This design comes from an exercise in tuning for small area on the open sky130 flow, not from production work.
In this exercise RTL edits were held to simulation tests only and were not proved equivalent to the original.

==> flow/design.v, too long to show whole: its modules and the start of the top module <==
// module lrelu_config_ctrl: 31 lines
// module lrelu_coef_bank: 21 lines
// module lrelu_fa: 10 lines
// module lrelu_ha: 9 lines
// module lrelu_nand2: 7 lines
// module lrelu_a22oi: 9 lines
// module lrelu_xor2: 7 lines
// module lrelu_xnor2: 7 lines
// module lrelu_affine_stage: 1266 lines
// module lrelu_leaky_stage: 202 lines
// module lrelu_engine: 77 lines
module lrelu_engine (
  input  logic                                    clk,
  input  logic                                    rst,
  input  logic                                    clken,
  input  logic                                    s_valid,
  input  logic                                    s_last,
  input  logic [3:0]               s_user,
  input  logic [4*20-1:0]  s_data,
  input  logic                                    cfg_valid,
  input  logic [16-1:0]              cfg_data,
  output logic                                    m_valid,
  output logic                                    m_last,
  output logic [3:0]               m_user,
  output logic [4*8-1:0] m_data,
  output logic                                    count_config_full
);
  // ...
==> flow/flow/run.sh <==
#!/bin/bash
# Standard layout, except that synthesis maps the design's explicit cell
# modules (lrelu_fa, lrelu_ha, ...) straight onto the library cells and skips
# the extraction of further adder cells from the remaining logic, and the
# port buffers are the smallest buffer.
set -euo pipefail
WORK=$(pwd)
bash standard.sh SYNTH_CANONICALIZE_TCL="$WORK/flow/fa_map.tcl" ADDER_MAP_FILE= \
  "BUFFER_PORTS_ARGS=-buffer_cell sky130_fd_sc_hd__buf_1" finish > "$WORK/orfs_make.log" 2>&1
==> flow/flow/fa_map.tcl <==
# Map the design's explicit cell modules onto the library cells of the same
# function and port names.
foreach {m c} {lrelu_fa fa_1 lrelu_ha ha_1 lrelu_nand2 nand2_1 lrelu_a22oi a22oi_1
               lrelu_xor2 xor2_1 lrelu_xnor2 xnor2_1} {
  chtype -map $m sky130_fd_sc_hd__$c
}
hierarchy -top $::env(DESIGN_NAME)
==> flow/standard.sh <==
#!/bin/bash
# synth_recipe.tcl (not shown) runs the flow's synth.tcl, then flattens the netlist and writes it again
# the make line also repeats each setting of config.mk as NAME=value (left out here)
make -C /OpenROAD-flow-scripts/flow DESIGN_CONFIG=/design/flow/config.mk WORK_HOME=/design/flow/orfs CLKGATE_MAP_FILE= SYNTH_SCRIPT=/design/flow/synth_recipe.tcl "${@:-finish}"
==> flow/config.mk <==
export PLATFORM = sky130hd
export DESIGN_NAME = lrelu_engine
export DESIGN_NICKNAME = lrelu_engine
export VERILOG_FILES = /design/flow/design.v
export SDC_FILE = /design/flow/constraint.sdc
export NUM_CORES = 4
export LEC_CHECK = 0
export ABC_AREA = 1
export CAP_MARGIN = 20
export CORE_MARGIN = 2
export CORE_UTILIZATION = 75
export CTS_BUF_LIST = sky130_fd_sc_hd__clkbuf_16
export CTS_CLUSTER_DIAMETER = 100
export CTS_CLUSTER_SIZE = 25
export GPL_TIMING_DRIVEN = 0
export PLACE_DENSITY = 0.85
export SLEW_MARGIN = 20
==> flow/constraint.sdc <==
create_clock -name core_clock -period 8.0 [get_ports {clk}]
set_input_delay 1.6000 -clock core_clock [delete_from_list [all_inputs] [get_ports {clk}]]
set_output_delay 1.6000 -clock core_clock [all_outputs]
set_load 0.01 [all_outputs]
==> results.ini, run 1 <==
[finish]
num-nonclk-buffers=262
final_nets=5990
reg.largest.list=bank_i.coef x144, l_1 x80, d_pipe x74
clkCellAreaFrac_pct=1.54
design_area_mm2=0.0512
fillers=3788

[detailed_routing]
via_count=39800
vias_per_cell=6.57
wl_met3_um=17200

[floorplanning]
chipHeight_um=254

[cts]
clock-sinks=364
cts-root-buf=clkbuf_16

[sta]
timing.final.ws_setup_ns=0.429
worst_slew_pin_slew_ns=1.17

[critical_path]
rr_worst_depth=31
reg2reg_from=l_1[59]

[min_path]
hold_depth=0

[outcome]
status=finished clean

[place]
place_congestion=0.948
post-place-ws_ns=0.594

[logic_synthesis]
synth_edf_count=356
syn_area_per_cell_um2=9.55
synth_area_mm2=0.0471

[global_routing]
grt_pass1_vias=39800

==> run 2, diff against run 1 <==
--- a/flow/design.v
+++ b/flow/design.v
@@ -94,16 +94,24 @@
 endmodule
 module lrelu_xnor2 (
   input  logic A,
   input  logic B,
   output logic Y
 );
   assign Y = ~(A ^ B);
 endmodule
+module lrelu_maj3 (
+  input  logic A,
+  input  logic B,
+  input  logic C,
+  output logic X
+);
+  assign X = (A & B) | (A & C) | (B & C);
+endmodule
 module lrelu_affine_stage (
   input  logic [19:0] x,
   input  logic [15:0] a,
   input  logic [15:0] nb,
   output logic [19:0] np
 );
   wire t1 = a[0] ^ 1'b0;
   wire t2 = (a[1] & ~a[0] & ~1'b0) | (~a[1] & a[0] & 1'b0);
@@ -1117,256 +1125,217 @@
   wire t545 = ~(c534 ^ s535);
   wire t546 = c534 | s535;
   wire t547 = ~(c535 ^ s536);
   wire t548 = c535 | s536;
   wire s549, c549;
   lrelu_ha u549 (.A(g350), .B(c536), .COUT(c549), .SUM(s549));
   wire t550 = ~a[3];
   wire t551 = ~a[1];
-  wire t552 = g4 ^ t551;
-  wire t553 = g4 & t551;
-  wire t554 = ~g6;
-  wire t555 = t550 ^ t503;
-  wire t556 = t550 & t503;
-  wire t557 = t504 ^ t505;
-  wire t558 = t504 & t505;
-  wire t559 = t506 ^ s508;
-  wire t560 = t506 & s508;
-  wire t561 = c508 ^ s509;
-  wire t562 = c508 & s509;
-  wire t563 = c509 ^ s510;
-  wire t564 = c509 & s510;
-  wire t565 = c510 ^ s511;
-  wire t566 = c510 & s511;
-  wire t567 = c511 ^ s512;
-  wire t568 = c511 & s512;
-  wire t569 = c512 ^ s513;
-  wire t570 = c512 & s513;
-  wire t571 = c513 ^ s514;
-  wire t572 = c513 & s514;
-  wire t573 = c514 ^ s515;
-  wire t574 = c514 & s515;
-  wire t575 = c515 ^ s516;
-  wire t576 = c515 & s516;
-  wire t577 = c516 ^ s517;
-  wire t578 = c516 & s517;
-  wire t579 = c517 ^ s518;
-  wire t580 = c517 & s518;
-  wire t581 = c518 ^ s519;
-  wire t582 = c518 & s519;
-  wire t583 = c519 ^ s520;
-  wire t584 = c519 & s520;
-  wire t585 = c520 ^ s521;
-  wire t586 = c520 & s521;
-  wire t587 = c521 ^ s522;
-  wire t588 = c521 & s522;
-  wire t589 = c522 ^ s523;
-  wire t590 = c522 & s523;
-  wire t591 = c523 ^ s524;
-  wire t592 = c523 & s524;
-  wire t593 = c524 ^ s525;
-  wire t594 = c524 & s525;
-  wire t595 = c525 ^ s526;
-  wire t596 = c525 & s526;
-  wire t597 = c526 ^ s527;
-  wire t598 = c526 & s527;
-  wire t599 = c527 ^ s528;
-  wire t600 = c527 & s528;
-  wire t601 = c528 ^ s529;
-  wire t602 = c528 & s529;
-  wire t603 = c529 ^ s530;
-  wire t604 = c529 & s530;
-  wire t605 = t553 | t552;
-  wire t606 = g6 | (t554 & t605);
-  wire t607 = t554 & t552;
-  wire t608 = t558 | (t557 & t556);
-  wire t609 = t557 & t555;
-  wire t610 = t562 | (t561 & t560);
-  wire t611 = t561 & t559;
-  wire t612 = t566 | (t565 & t564);
-  wire t613 = t565 & t563;
-  wire t614 = t570 | (t569 & t568);
-  wire t615 = t569 & t567;
-  wire t616 = t574 | (t573 & t572);
-  wire t617 = t573 & t571;
-  wire t618 = t578 | (t577 & t576);
-  wire t619 = t577 & t575;
-  wire t620 = t582 | (t581 & t580);
-  wire t621 = t581 & t579;
-  wire t622 = t586 | (t585 & t584);
-  wire t623 = t585 & t583;
-  wire t624 = t590 | (t589 & t588);
-  wire t625 = t589 & t587;
-  wire t626 = t594 | (t593 & t592);
-  wire t627 = t593 & t591;
-  wire t628 = t598 | (t597 & t596);
-  wire t629 = t597 & t595;
-  wire t630 = t602 | (t601 & t600);
-  wire t631 = t601 & t599;
-  wire t632 = 1'b0 | (t537 & t604);
-  wire t633 = t537 & t603;
-  wire t634 = t608 | (t609 & t606);
-  wire t635 = t609 & t607;
-  wire t636 = t612 | (t613 & t610);
-  wire t637 = t613 & t611;
-  wire t638 = t616 | (t617 & t614);
-  wire t639 = t617 & t615;
-  wire t640 = t620 | (t621 & t618);
-  wire t641 = t621 & t619;
-  wire t642 = t624 | (t625 & t622);
-  wire t643 = t625 & t623;
-  wire t644 = t628 | (t629 & t626);
-  wire t645 = t629 & t627;
-  wire t646 = t632 | (t633 & t630);
-  wire t647 = t633 & t631;
-  wire t648 = t636 | (t637 & t634);
-  wire t649 = t637 & t635;
-  wire t650 = t640 | (t641 & t638);
-  wire t651 = t641 & t639;
-  wire t652 = t644 | (t645 & t642);
-  wire t653 = t645 & t643;
-  wire t654 = t650 | (t651 & t648);
-  wire t655 = t651 & t649;
-  wire t656 = t652 | (t653 & t654);
-  wire t657 = t653 & t655;
-  wire t658 = t638 | (t639 & t648);
-  wire t659 = t639 & t649;
-  wire t660 = t642 | (t643 & t654);
-  wire t661 = t643 & t655;
-  wire t662 = t646 | (t647 & t656);
-  wire t663 = t647 & t657;
-  wire t664 = t610 | (t611 & t634);
-  wire t665 = t611 & t635;
-  wire t666 = t614 | (t615 & t648);
-  wire t667 = t615 & t649;
-  wire t668 = t618 | (t619 & t658);
-  wire t669 = t619 & t659;
-  wire t670 = t622 | (t623 & t654);
-  wire t671 = t623 & t655;
-  wire t672 = t626 | (t627 & t660);
-  wire t673 = t627 & t661;
-  wire t674 = t630 | (t631 & t656);
-  wire t675 = t631 & t657;
-  wire t676 = t556 | (t555 & t606);
-  wire t677 = t555 & t607;
-  wire t678 = t560 | (t559 & t634);
-  wire t679 = t559 & t635;
-  wire t680 = t564 | (t563 & t664);
-  wire t681 = t563 & t665;
-  wire t682 = t568 | (t567 & t648);
-  wire t683 = t567 & t649;
-  wire t684 = t572 | (t571 & t666);
-  wire t685 = t571 & t667;
-  wire t686 = t576 | (t575 & t658);
-  wire t687 = t575 & t659;
-  wire t688 = t580 | (t579 & t668);
-  wire t689 = t579 & t669;
-  wire t690 = t584 | (t583 & t654);
-  wire t691 = t583 & t655;
-  wire t692 = t588 | (t587 & t670);
-  wire t693 = t587 & t671;
-  wire t694 = t592 | (t591 & t660);
-  wire t695 = t591 & t661;
-  wire t696 = t596 | (t595 & t672);
-  wire t697 = t595 & t673;
-  wire t698 = t600 | (t599 & t656);
-  wire t699 = t599 & t657;
-  wire t700 = t604 | (t603 & t674);
-  wire t701 = t603 & t675;
-  wire t702 = ~t552;
-  wire t703 = t554 ^ t605;
-  wire t704 = t555 ^ t606;
-  wire t705 = t557 ^ t676;
-  wire t706 = t559 ^ t634;
-  wire t707 = t561 ^ t678;
-  wire t708 = t563 ^ t664;
-  wire t709 = t565 ^ t680;
-  wire t710 = t567 ^ t648;
-  wire t711 = t569 ^ t682;
-  wire t712 = t571 ^ t666;
-  wire t713 = t573 ^ t684;
-  wire t714 = t575 ^ t658;
-  wire t715 = t577 ^ t686;
-  wire t716 = t579 ^ t668;
-  wire t717 = t581 ^ t688;
-  wire t718 = t583 ^ t654;
-  wire t719 = t585 ^ t690;
-  wire t720 = t587 ^ t670;
-  wire t721 = t589 ^ t692;
-  wire t722 = t591 ^ t660;
-  wire t723 = t593 ^ t694;
-  wire t724 = t595 ^ t672;
-  wire t725 = t597 ^ t696;
-  wire t726 = t599 ^ t656;
-  wire t727 = t601 ^ t698;
-  wire t728 = t603 ^ t674;
-  wire t729 = t537 ^ t700;
-  wire t730 = c528 ^ s529;
-  wire t731 = c528 & s529;
-  wire t732 = c529 ^ s530;
-  wire t733 = c529 & s530;
-  wire t734 = t538 ^ t539;
-  wire t735 = t538 & t539;
-  wire t736 = t540 ^ t541;
-  wire t737 = t540 & t541;
-  wire t738 = t542 ^ t543;
-  wire t739 = t542 & t543;
-  wire t740 = t544 ^ t545;
-  wire t741 = t544 & t545;
-  wire t742 = t546 ^ t547;
-  wire t743 = t546 & t547;
-  wire t744 = t548 ^ s549;
-  wire t745 = t548 & s549;
-  wire t746 = g352 ^ c549;
-  wire t747 = g352 & c549;
-  wire t748 = t731 | t730;
-  wire t749 = t733 | (t732 & t748);
-  wire t750 = t732 & t730;
-  wire t751 = t735 | (t734 & 1'b0);
-  wire t752 = t734 & t537;
-  wire t753 = t739 | (t738 & t737);
-  wire t754 = t738 & t736;
-  wire t755 = t743 | (t742 & t741);
-  wire t756 = t742 & t740;
-  wire t757 = t747 | (t746 & t745);
-  wire t758 = t746 & t744;
-  wire t759 = t751 | (t752 & t749);
-  wire t760 = t752 & t750;
-  wire t761 = t755 | (t756 & t753);
-  wire t762 = t756 & t754;
-  wire t763 = t761 | (t762 & t759);
-  wire t764 = t762 & t760;
-  wire t765 = t753 | (t754 & t759);
-  wire t766 = t754 & t760;
-  wire t767 = t757 | (t758 & t763);
-  wire t768 = t758 & t764;
-  wire t769 = 1'b0 | (t537 & t749);
-  wire t770 = t537 & t750;
-  wire t771 = t737 | (t736 & t759);
-  wire t772 = t736 & t760;
-  wire t773 = t741 | (t740 & t765);
-  wire t774 = t740 & t766;
-  wire t775 = t745 | (t744 & t763);
-  wire t776 = t744 & t764;
-  wire t777 = 1'b0 | (1'b1 & t767);
-  wire t778 = 1'b1 & t768;
-  wire t779 = ~t730;
-  wire t780 = t732 ^ t748;
-  wire t781 = t537 ^ t749;
-  wire t782 = t734 ^ t769;
-  wire t783 = t736 ^ t759;
-  wire t784 = t738 ^ t771;
-  wire t785 = t740 ^ t765;
-  wire t786 = t742 ^ t773;
-  wire t787 = t744 ^ t763;
-  wire t788 = t746 ^ t775;
-  wire t789 = 1'b1 ^ t767;
-  wire [27:8] z = {t729, t728, t727, t726, t725, t724, t723, t722, t721, t720, t719, t718, t717, t716, t715, t714, t713, t712, t711, t710};   
-  wire [35:25] e = ~{t789, t788, t787, t786, t785, t784, t783, t782, t781, t780, t779};
+  wire t552 = g4 | t551;
+  wire t553 = g6 | t552;
+  wire g554;
+  lrelu_maj3 u554 (.A(t550), .B(t503), .C(t553), .X(g554));
+  wire g555;
+  lrelu_maj3 u555 (.A(t504), .B(t505), .C(g554), .X(g555));
+  wire g556;
+  lrelu_maj3 u556 (.A(t506), .B(s508), .C(g555), .X(g556));
+  wire g557;
+  lrelu_maj3 u557 (.A(c508), .B(s509), .C(g556), .X(g557));
+  wire g558;
+  lrelu_maj3 u558 (.A(c509), .B(s510), .C(g557), .X(g558));
+  wire g559;
+  lrelu_maj3 u559 (.A(c510), .B(s511), .C(g558), .X(g559));
+  wire t560 = c511 ^ s512;
+  wire t561 = c511 & s512;
+  wire t562 = c512 ^ s513;
+  wire t563 = c512 & s513;
+  wire t564 = c513 ^ s514;
+  wire t565 = c513 & s514;
+  wire t566 = c514 ^ s515;
+  wire t567 = c514 & s515;
+  wire t568 = c515 ^ s516;
+  wire t569 = c515 & s516;
+  wire t570 = c516 ^ s517;
+  wire t571 = c516 & s517;
+  wire t572 = c517 ^ s518;
+  wire t573 = c517 & s518;
+  wire t574 = c518 ^ s519;
+  wire t575 = c518 & s519;
+  wire t576 = c519 ^ s520;
+  wire t577 = c519 & s520;
+  wire t578 = c520 ^ s521;
+  wire t579 = c520 & s521;
+  wire t580 = c521 ^ s522;
+  wire t581 = c521 & s522;
+  wire t582 = c522 ^ s523;
+  wire t583 = c522 & s523;
+  wire t584 = c523 ^ s524;
+  wire t585 = c523 & s524;
+  wire t586 = c524 ^ s525;
+  wire t587 = c524 & s525;
+  wire t588 = c525 ^ s526;
+  wire t589 = c525 & s526;
+  wire t590 = c526 ^ s527;
+  wire t591 = c526 & s527;
+  wire t592 = c527 ^ s528;
+  wire t593 = c527 & s528;
+  wire t594 = c528 ^ s529;
+  wire t595 = c528 & s529;
+  wire t596 = c529 ^ s530;
+  wire t597 = c529 & s530;
+  wire t598 = t561 | (t560 & g559);
+  wire t599 = t563 | (t562 & t598);
+  wire t600 = t562 & t560;
+  wire t601 = t567 | (t566 & t565);
+  wire t602 = t566 & t564;
+  wire t603 = t571 | (t570 & t569);
+  wire t604 = t570 & t568;
+  wire t605 = t575 | (t574 & t573);
+  wire t606 = t574 & t572;
+  wire t607 = t579 | (t578 & t577);
+  wire t608 = t578 & t576;
+  wire t609 = t583 | (t582 & t581);
+  wire t610 = t582 & t580;
+  wire t611 = t587 | (t586 & t585);
+  wire t612 = t586 & t584;
+  wire t613 = t591 | (t590 & t589);
+  wire t614 = t590 & t588;
+  wire t615 = t595 | (t594 & t593);
+  wire t616 = t594 & t592;
+  wire t617 = 1'b0 | (t537 & t597);
+  wire t618 = t537 & t596;
+  wire t619 = t601 | (t602 & t599);
+  wire t620 = t602 & t600;
+  wire t621 = t605 | (t606 & t603);
+  wire t622 = t606 & t604;
+  wire t623 = t609 | (t610 & t607);
+  wire t624 = t610 & t608;
+  wire t625 = t613 | (t614 & t611);
+  wire t626 = t614 & t612;
+  wire t627 = t617 | (t618 & t615);
+  wire t628 = t618 & t616;
+  wire t629 = t621 | (t622 & t619);
+  wire t630 = t622 & t620;
+  wire t631 = t625 | (t626 & t623);
+  wire t632 = t626 & t624;
+  wire t633 = t631 | (t632 & t629);
+  wire t634 = t632 & t630;
+  wire t635 = t623 | (t624 & t629);
+  wire t636 = t624 & t630;
+  wire t637 = t627 | (t628 & t633);
+  wire t638 = t628 & t634;
+  wire t639 = t603 | (t604 & t619);
+  wire t640 = t604 & t620;
+  wire t641 = t607 | (t608 & t629);
+  wire t642 = t608 & t630;
+  wire t643 = t611 | (t612 & t635);
+  wire t644 = t612 & t636;
+  wire t645 = t615 | (t616 & t633);
+  wire t646 = t616 & t634;
+  wire t647 = t565 | (t564 & t599);
+  wire t648 = t564 & t600;
+  wire t649 = t569 | (t568 & t619);
+  wire t650 = t568 & t620;
+  wire t651 = t573 | (t572 & t639);
+  wire t652 = t572 & t640;
+  wire t653 = t577 | (t576 & t629);
+  wire t654 = t576 & t630;
+  wire t655 = t581 | (t580 & t641);
+  wire t656 = t580 & t642;
+  wire t657 = t585 | (t584 & t635);
+  wire t658 = t584 & t636;
+  wire t659 = t589 | (t588 & t643);
+  wire t660 = t588 & t644;
+  wire t661 = t593 | (t592 & t633);
+  wire t662 = t592 & t634;
+  wire t663 = t597 | (t596 & t645);
+  wire t664 = t596 & t646;
+  wire t665 = t560 ^ g559;
+  wire t666 = t562 ^ t598;
+  wire t667 = t564 ^ t599;
+  wire t668 = t566 ^ t647;
+  wire t669 = t568 ^ t619;
+  wire t670 = t570 ^ t649;
+  wire t671 = t572 ^ t639;
+  wire t672 = t574 ^ t651;
+  wire t673 = t576 ^ t629;
+  wire t674 = t578 ^ t653;
+  wire t675 = t580 ^ t641;
+  wire t676 = t582 ^ t655;
+  wire t677 = t584 ^ t635;
+  wire t678 = t586 ^ t657;
+  wire t679 = t588 ^ t643;
+  wire t680 = t590 ^ t659;
+  wire t681 = t592 ^ t633;
+  wire t682 = t594 ^ t661;
+  wire t683 = t596 ^ t645;
+  wire t684 = t537 ^ t663;
+  wire t685 = c528 ^ s529;
+  wire t686 = c528 & s529;
+  wire t687 = c529 ^ s530;
+  wire t688 = c529 & s530;
+  wire t689 = t538 ^ t539;
+  wire t690 = t538 & t539;
+  wire t691 = t540 ^ t541;
+  wire t692 = t540 & t541;
+  wire t693 = t542 ^ t543;
+  wire t694 = t542 & t543;
+  wire t695 = t544 ^ t545;
+  wire t696 = t544 & t545;
+  wire t697 = t546 ^ t547;
+  wire t698 = t546 & t547;
+  wire t699 = t548 ^ s549;
+  wire t700 = t548 & s549;
+  wire t701 = g352 ^ c549;
+  wire t702 = g352 & c549;
+  wire t703 = t686 | t685;
+  wire t704 = t688 | (t687 & t703);
+  wire t705 = t687 & t685;
+  wire t706 = t690 | (t689 & 1'b0);
+  wire t707 = t689 & t537;
+  wire t708 = t694 | (t693 & t692);
+  wire t709 = t693 & t691;
+  wire t710 = t698 | (t697 & t696);
+  wire t711 = t697 & t695;
+  wire t712 = t702 | (t701 & t700);
+  wire t713 = t701 & t699;
+  wire t714 = t706 | (t707 & t704);
+  wire t715 = t707 & t705;
+  wire t716 = t710 | (t711 & t708);
+  wire t717 = t711 & t709;
+  wire t718 = t716 | (t717 & t714);
+  wire t719 = t717 & t715;
+  wire t720 = t708 | (t709 & t714);
+  wire t721 = t709 & t715;
+  wire t722 = t712 | (t713 & t718);
+  wire t723 = t713 & t719;
+  wire t724 = 1'b0 | (t537 & t704);
+  wire t725 = t537 & t705;
+  wire t726 = t692 | (t691 & t714);
+  wire t727 = t691 & t715;
+  wire t728 = t696 | (t695 & t720);
+  wire t729 = t695 & t721;
+  wire t730 = t700 | (t699 & t718);
+  wire t731 = t699 & t719;
+  wire t732 = 1'b0 | (1'b1 & t722);
+  wire t733 = 1'b1 & t723;
+  wire t734 = ~t685;
+  wire t735 = t687 ^ t703;
+  wire t736 = t537 ^ t704;
+  wire t737 = t689 ^ t724;
+  wire t738 = t691 ^ t714;
+  wire t739 = t693 ^ t726;
+  wire t740 = t695 ^ t720;
+  wire t741 = t697 ^ t728;
+  wire t742 = t699 ^ t718;
+  wire t743 = t701 ^ t730;
+  wire t744 = 1'b1 ^ t722;
+  wire [27:8] z = {t684, t683, t682, t681, t680, t679, t678, t677, t676, t675, t674, t673, t672, t671, t670, t669, t668, t667, t666, t665};   
+  wire [35:25] e = ~{t744, t743, t742, t741, t740, t739, t738, t737, t736, t735, t734};
   wire ovf = e[35] ? (e[34:27] != 8'hff) : (e[34:26] != 9'h000);
   assign np = ovf ? {~e[35], e[35], e[35], z[24:8]} : z[27:8];
 endmodule
 module lrelu_leaky_stage (
   input  logic [19:0] np,
   input  logic        is_lrelu,
   input  logic [15:0] d,
   output logic [7:0]  out
==> flow/flow/fa_map.tcl (replaced) <==
# Map the design's explicit cell modules onto the library cells of the same
# function and port names.
foreach {m c} {lrelu_fa fa_1 lrelu_ha ha_1 lrelu_nand2 nand2_1 lrelu_a22oi a22oi_1
               lrelu_xor2 xor2_1 lrelu_xnor2 xnor2_1 lrelu_maj3 maj3_1} {
  chtype -map $m sky130_fd_sc_hd__$c
}
hierarchy -top $::env(DESIGN_NAME)
==> results.ini, run 2 <==
[outcome]
status=finished clean  ; unchanged

[floorplanning]
core-area_mm2=0.0617  ; was 0.0618 mm²
die_x_um=254  ; about the same
io_pins=145  ; unchanged
start_util_pct=75.8  ; was 76.1%
chipHeight_um=254  ; about the same
die_area_mm2=0.0644  ; was 0.0648 mm²
core.rowCount=91  ; unchanged

[place]
place.port_buffers=144  ; unchanged
place_congestion=0.946  ; was 0.948
post-place-ws_ns=0.618  ; was 0.594 ns
dp.cells=5925  ; was 6010
dp_hpwl_um=99600  ; was 101000 µm

[detailed_routing]
via_count=39400  ; was 39800
drt_iter0_drc=5367  ; was 5201
drt_first_pass_iters=9  ; unchanged
ant_nets=0  ; unchanged
drc=0  ; unchanged
vias_per_cell=6.60  ; was 6.57
drt-total-wl_um=133000  ; was 135000 µm
wl_per_cell_um=22.4  ; was 22.2 µm

[logic_synthesis]
synth-async-reset-ratio_pct=0  ; unchanged
syn_area_per_cell_um2=9.67  ; was 9.55 µm²
synthTopCellsByCount=nand2_1 (909), xor2_1 (721), fa_1 (656)  ; was nand2_1 (926), xor2_1 (733), fa_1 (656)
ys.flop_type=edfxtp_1  ; unchanged
synth_cells=4837  ; was 4929
synth_most_common_cell=nand2_1  ; unchanged
synth-seq-area-share_pct=23.2  ; was 23.1%
synth_edf_count=356  ; unchanged
synth.distinct_cells=56  ; was 52
synth_area_leaders=fa_1 (28%), edfxtp_1 (23%), xor2_1 (13%)  ; was fa_1 (28%), edfxtp_1 (23%), xor2_1 (14%)
synth_area_mm2=0.0468  ; was 0.0471 mm²
yosys_warnings=4  ; unchanged
yosys.area.top_type_share_pct=28.1  ; was 27.9%
ys_ff_latch=364  ; unchanged
synth_top_cell_by_area=fa_1  ; unchanged

[critical_path]
crit_type=reg -> reg  ; unchanged
cp-start-kind=flop  ; unchanged
slowest_stage=fa_1  ; was buf_1
required_ns=8.31  ; was 8.33 ns
cp_slowest_stage_delay_ns=0.48  ; was 0.54 ns
cpMostUsedCell=nand2_1  ; unchanged
crit_arrival_ns=7.93  ; was 7.90 ns
critPathCaptureType=flop  ; unchanged
ff2ff_setup_slack_ns=0.38  ; was 0.43 ns
cp_max_fo=10  ; unchanged

[global_routing]
met1_usage_pct=55.9  ; was 56.2%
antenna_found_initial=10  ; unchanged
grtUsageMet3_pct=11.3  ; was 10.6%
grt-ovfl-total=0  ; unchanged
grtUsageMet2_pct=65.3  ; was 65.5%
top_usage_layer=met2  ; unchanged
grt_pass1_vias=38800  ; was 39800
grt_usage_pct=42.0  ; was 42.6%
grt_first_pass_wirelength_um=210000  ; was 213000 µm
grt_max_degree=38  ; was 37

[finish]
reg.largest.list=bank_i.coef x144, l_1 x80, d_pipe x74  ; unchanged
fillers=3859  ; was 3788
multi_input_area_mm2=0.0349  ; was 0.0351 mm²
final_cells=5959  ; was 6060
final_nets=5901  ; was 5990
regArea_mm2=0.0109  ; unchanged
post-route-util_pct=82.2  ; was 82.8%
drive_above_1_share_pct=8.01  ; was 7.57%
regMostFlops=bank_i.coef  ; unchanged
layout_common_cells=nand2_1 (909), xor2_1 (721), fa_1 (656)  ; was nand2_1 (926), xor2_1 (733), fa_1 (656)
final_common_cell=nand2_1  ; unchanged
largest_register_ffs=144  ; unchanged
synthToLayoutAreaGrowth_pct=8.46  ; was 8.75%

[cts]
postCtsHoldBufs=0  ; unchanged
cts_buffers=19  ; was 23
cts_setup_buffers=0  ; unchanged
clock-sinks=364  ; unchanged
clockBufferDepth=3  ; unchanged
ctsResizeCount=0  ; unchanged
path_clk_slew_ns=0.11  ; was 0.10 ns
cts-root-buf=clkbuf_16  ; unchanged
cts_tree=yes  ; unchanged
clk_latency_ns=0.57  ; was 0.60 ns
cts.htree.levels=1  ; unchanged

[sta]
fmax_ghz=0.131  ; was 0.132 GHz
worst_slew_pin_slew_ns=1.12  ; was 1.17 ns
period_needed_ns=7.62  ; was 7.57 ns
maxSlewViolCount=0  ; unchanged
rsz0062_at_grt=false  ; unchanged
setup_tns_ns=0  ; unchanged
slew_headroom_pct=25.3  ; was 21.7%
setup_viol=0  ; unchanged
skew_ns=0.0247  ; was 0.0242 ns
min_period_over_period_pct=95.3  ; was 94.6%
timing.final.ws_setup_ns=0.379  ; was 0.429 ns
finalHoldViolCount=0  ; unchanged

[min_path]
hp-class=reg -> reg  ; unchanged

[job]
maxCapViolations=0  ; unchanged

==> run 2: changes by cell type after synthesis, sizes merged, moves of 12 or more <==
cell	delta
xnor2	+12
inv	-24
nor2	-20
maj3	+24
o21ai	-28
nand3	-28
or2	+13
a21oi	-22
==> run 2: worst paths after layout <==
path                                      start             to  cells after the start
worst max-delay path                  side_1[3]  d_pipe[0][20]                     33
worst min-delay path            bank_i.coef[14]        d_1[14]                      0
worst max register to register        side_1[3]  d_pipe[0][20]                     33
worst min register to register  bank_i.coef[14]        d_1[14]                      0
==> run 2: cell families (layout without fill, tap and decap cells) <==
family	after synthesis	after routing	synth area share, %
DFF	364	364	23.2
other	1	8	0.00801
AOI/OAI and AO/OA	846	846	12.9
muxes	56	56	1.20
and+or+nand+nor	1718	1718	15.5
buffers and inverters	340	618	2.74
xor gates and xnor gates	804	804	15.1
adders and majority gates	708	708	29.3
==> run 2: per-stage QoR <==
step | hold slack (ns) | area (µm²)
6_report | 0.421 | 50800
5_1_grt | 0.426 | 50700
4_1_cts | 0.425 | 50700
3_5_place_dp | 0.405 | 50200
3_3_place_gp | 0.401 | 48400
2_1_floorplan | 0.400 | 46800
==> run 2: worst max-delay path: cells and delay by family, from the launching register on <==
family | cells | cell delay [ns]
AOI/OAI and AO/OA | 1 | 0.11
buffers and inverters | 5 | 1.53
DFF | 1 | 0.41
and+or+nand+nor | 18 | 1.81
adders and majority gates | 9 | 3.53
==> run 2: area by class of cell <==
| class | instances | share of cell area, % |
|---|---|---|
| multi-input cells | 4136 | 68.8 |
| flip-flops and latches | 364 | 21.4 |
| repair buffers | 250 | 4.13 |
| inverters | 321 | 2.37 |
| well taps | 837 | 2.06 |
| clock buffers | 19 | 0.937 |
| plain buffers | 19 | 0.155 |
| clock inverters | 9 | 0.128 |
| diodes | 4 | 0.0197 |
==> run 2: routing by layer <==
layer	share of wire (%)	vias up	routed length, µm
met2	45	2858	60000
met1	36	18800	47800
li1	-	17000	-
met3	13	637	17800
met4	5.8	26	7710
met5	0.13	-	179
==> run 3, diff against run 2 <==
--- a/flow/config.mk
+++ b/flow/config.mk
@@ -9,5 +9,5 @@
 export CAP_MARGIN = 20
 export CORE_MARGIN = 2
-export CORE_UTILIZATION = 75
+export CORE_UTILIZATION = 70
 export CTS_BUF_LIST = sky130_fd_sc_hd__clkbuf_16
 export CTS_CLUSTER_DIAMETER = 100
==> results.ini, run 3 <==
[detailed_routing]
drt_iter0_drc=5165  ; was 5367
wl_per_cell_um=22.5  ; was 22.4 µm
ant_nets=0  ; unchanged
vias_per_cell=6.55  ; was 6.60
drt_first_pass_iters=10  ; was 9
drc=0  ; unchanged
drt-total-wl_um=135000  ; was 133000 µm
via_count=39200  ; was 39400

[logic_synthesis]
synth_area_mm2=0.0468  ; unchanged
synth_area_leaders=fa_1 (28%), edfxtp_1 (23%), xor2_1 (13%)  ; unchanged
syn_area_per_cell_um2=9.67  ; unchanged
synth-async-reset-ratio_pct=0  ; unchanged
synthTopCellsByCount=nand2_1 (909), xor2_1 (721), fa_1 (656)  ; unchanged
synth_top_cell_by_area=fa_1  ; unchanged
yosys.area.top_type_share_pct=28.1  ; unchanged
ys.flop_type=edfxtp_1  ; unchanged
synth_most_common_cell=nand2_1  ; unchanged
synth.distinct_cells=56  ; unchanged
synth_cells=4837  ; unchanged
ys_ff_latch=364  ; unchanged
synth-seq-area-share_pct=23.2  ; unchanged
synth_edf_count=356  ; unchanged
yosys_warnings=4  ; unchanged

[critical_path]
rr_worst_depth=33  ; unchanged
cp_max_fo=10  ; unchanged
cp_slowest_stage_delay_ns=0.49  ; was 0.48 ns
reg2reg_from=side_1[3]  ; unchanged
r2r-end=d_pipe[0][20]  ; unchanged
critPathCapture=d_pipe[0][20]  ; unchanged
crit_arrival_ns=7.90  ; was 7.93 ns
required_ns=8.31  ; about the same
ff2ff_setup_slack_ns=0.41  ; was 0.38 ns
slowest_stage=fa_1  ; unchanged
crit_type=reg -> reg  ; unchanged
critical_path.top_delay_family=adder cells  ; unchanged
path_depth=33  ; unchanged
crit_start=side_1[3]  ; unchanged
crit_buf_inv=5  ; unchanged
critPathCaptureType=flop  ; unchanged
cpMostUsedCell=nand2_1  ; unchanged
cp-start-kind=flop  ; unchanged

[cts]
cts_buffers=22  ; was 19
clock-sinks=364  ; unchanged
cts_setup_buffers=0  ; unchanged
cts_tree=yes  ; unchanged
clk_latency_ns=0.61  ; was 0.57 ns
clockBufferDepth=3  ; unchanged
cts-root-buf=clkbuf_16  ; unchanged
cts.htree.levels=1  ; unchanged
path_clk_slew_ns=0.10  ; was 0.11 ns

[place]
dp.cells=5950  ; was 5925
dp_hpwl_um=101000  ; was 99600 µm
place_congestion=0.955  ; was 0.946
post-place-ws_ns=0.483  ; was 0.618 ns
place.port_buffers=144  ; unchanged
post_dp_cell_area_mm2=0.0502  ; about the same

[global_routing]
antenna_found_initial=6  ; was 10
grt_pass1_vias=40000  ; was 38800
grt-ovfl-total=0  ; unchanged
grt_first_pass_wirelength_um=213000  ; was 210000 µm
grt_max_degree=37  ; was 38
grt_usage_pct=39.1  ; was 42.0%

[finish]
design_area_mm2=0.0509  ; was 0.0508 mm²
layout_common_cells=nand2_1 (909), xor2_1 (721), fa_1 (656)  ; unchanged
final_nets=5901  ; unchanged
synthToLayoutAreaGrowth_pct=8.81  ; was 8.46%
drive_above_1_share_pct=8.13  ; was 8.01%
post-route-util_pct=77.2  ; was 82.2%
largest_register_ffs=144  ; unchanged
final_common_cell=nand2_1  ; unchanged
final_cells=5984  ; was 5959
regMostFlops=bank_i.coef  ; unchanged
reg.largest.list=bank_i.coef x144, l_1 x80, d_pipe x74  ; unchanged

[floorplanning]
die_x_um=263  ; was 254 µm
core-area_mm2=0.0660  ; was 0.0617 mm²
start_util_pct=70.9  ; was 75.8%
core.rowCount=94  ; was 91
chipHeight_um=263  ; was 254 µm
io_pins=145  ; unchanged
die_area_mm2=0.0689  ; was 0.0644 mm²

[sta]
slew_headroom_pct=23.6  ; was 25.3%
skew_ns=0.0535  ; was 0.0247 ns
rsz0062_at_grt=false  ; unchanged
period_needed_ns=7.59  ; was 7.62 ns
finalHoldViolCount=0  ; unchanged
worst_slew_pin_slew_ns=1.15  ; was 1.12 ns
setup_viol=0  ; unchanged
min_period_over_period_pct=94.8  ; was 95.3%
setup_tns_ns=0  ; unchanged
timing.final.ws_setup_ns=0.414  ; was 0.379 ns
maxSlewViolCount=0  ; unchanged
fmax_ghz=0.132  ; was 0.131 GHz

[job]
maxCapViolations=0  ; unchanged

[min_path]
hp-class=reg -> reg  ; unchanged

[outcome]
status=finished clean  ; unchanged

run 3: cell count changes in the layout (fill, tap and decap cells not counted), sizes merged:
cell | previous run | this run
buf | 260 | 257
clkinvlp | 0 | 1
diode | 4 | 1
clkinv | 3 | 6
clkbuf | 28 | 31
inv | 327 | 324
run 3: area by class of cell:
class / instances / area [µm²]
fillers: 4261 / 15100
well taps: 864 / 1080
flip-flops and latches: 364 / 10900
clock buffers: 22 / 551
multi-input cells: 4136 / 34900
plain buffers: 19 / 80.1
clock inverters: 10 / 159
repair buffers: 247 / 2070
diodes: 1 / 2.50
inverters: 321 / 1200
run 3: metrics by stage:
step	hold WS, ns
floorplan	0.400
global placement	0.400
detailed placement	0.405
CTS	0.413
global route	0.412
finish	0.409
run 3: worst reg2reg max path, delay by kind of cell (launching register included):
| family | cells | cell delay (ns) |
|---|---|---|
| AND/OR/NAND/NOR | 18 | 1.89 |
| flip-flops | 1 | 0.42 |
| buffers and inverters | 5 | 1.51 |
| adder cells (fa/ha/maj) | 9 | 3.42 |
| AO/OA/AOI/OAI | 1 | 0.11 |
run 3: kinds of logic (layout without fill, tap and decap cells):
logic type	after synthesis	after routing	synth area share, %
AND/OR/NAND/NOR	1718	1718	15.5
adder cells (fa/ha/maj)	708	708	29.3
XOR/XNOR	804	804	15.1
multiplexers	56	56	1.20
other	1	5	0.00801
buffers and inverters	340	619	2.74
AO/OA/AOI/OAI	846	846	12.9
flip-flops	364	364	23.2
run 3: per-layer routing:
metal  vias up  wire [µm]  part of all wire, %  global-route usage, %
met5         -         69                0.051                      0
met2      2916      61200                   45                   62.2
met4        10       8850                  6.6                   20.7
met1     18500      47200                   35                   49.0
li1      17000          -                    -                      -
met3       696      17400                   13                   11.1
run 3: worst min-delay path by stage:
| stage | depth (start not counted) | slack (ns) | start | end |
|---|---|---|---|---|
| 6_report | 0 | 0.41 | bank_i.coef[9] | d_1[9] |
| 3_3_place_gp | 0 | 0.40 | bank_i.coef[14] | d_1[14] |
| 3_5_place_dp | 0 | 0.40 | d_pipe[1][10] | m_data[10] |
| 4_1_cts | 0 | 0.41 | bank_i.coef[9] | d_1[9] |
| 5_1_grt | 0 | 0.41 | bank_i.coef[9] | d_1[9] |
| 2_1_floorplan | 0 | 0.40 | bank_i.coef[0] | d_1[0] |
run 3: what timing repair did:
| item | CTS | global route |
|---|---|---|
| hold buffers | 0 | 0 |
| setup endpoints to repair | 0 | 4 |
| resized for setup | 0 | 3 |

-- separate check: timing with driven ports --
The results above use ideal ports. As a check the final layouts listed here were re-extracted and re-timed, cells and wires unchanged. Step 1: set_driving_cell puts a clkbuf_16 on clk and a buf_2 on each other input, an assumption about the parent block. Step 2, shift: input delay + t, output delay - t, t = (earliest + latest rising clock arrival at the registers) / 2. This alone moves slack from input paths to output paths. a / b / c = ideal / step 1 / step 2; a / b = the first two.
run | t, ns | setup WS [ns] | worst slew at a driven data input, ns
run 1 | 0.653 | 0.429 / 0.429 / 0.429 | 0.05
run 2 | 0.613 | 0.379 / 0.379 / 0.379 | 0.06
run 3 | 0.645 | 0.414 / 0.414 / 0.414 | 0.07
After both steps every run listed still meets setup and hold.
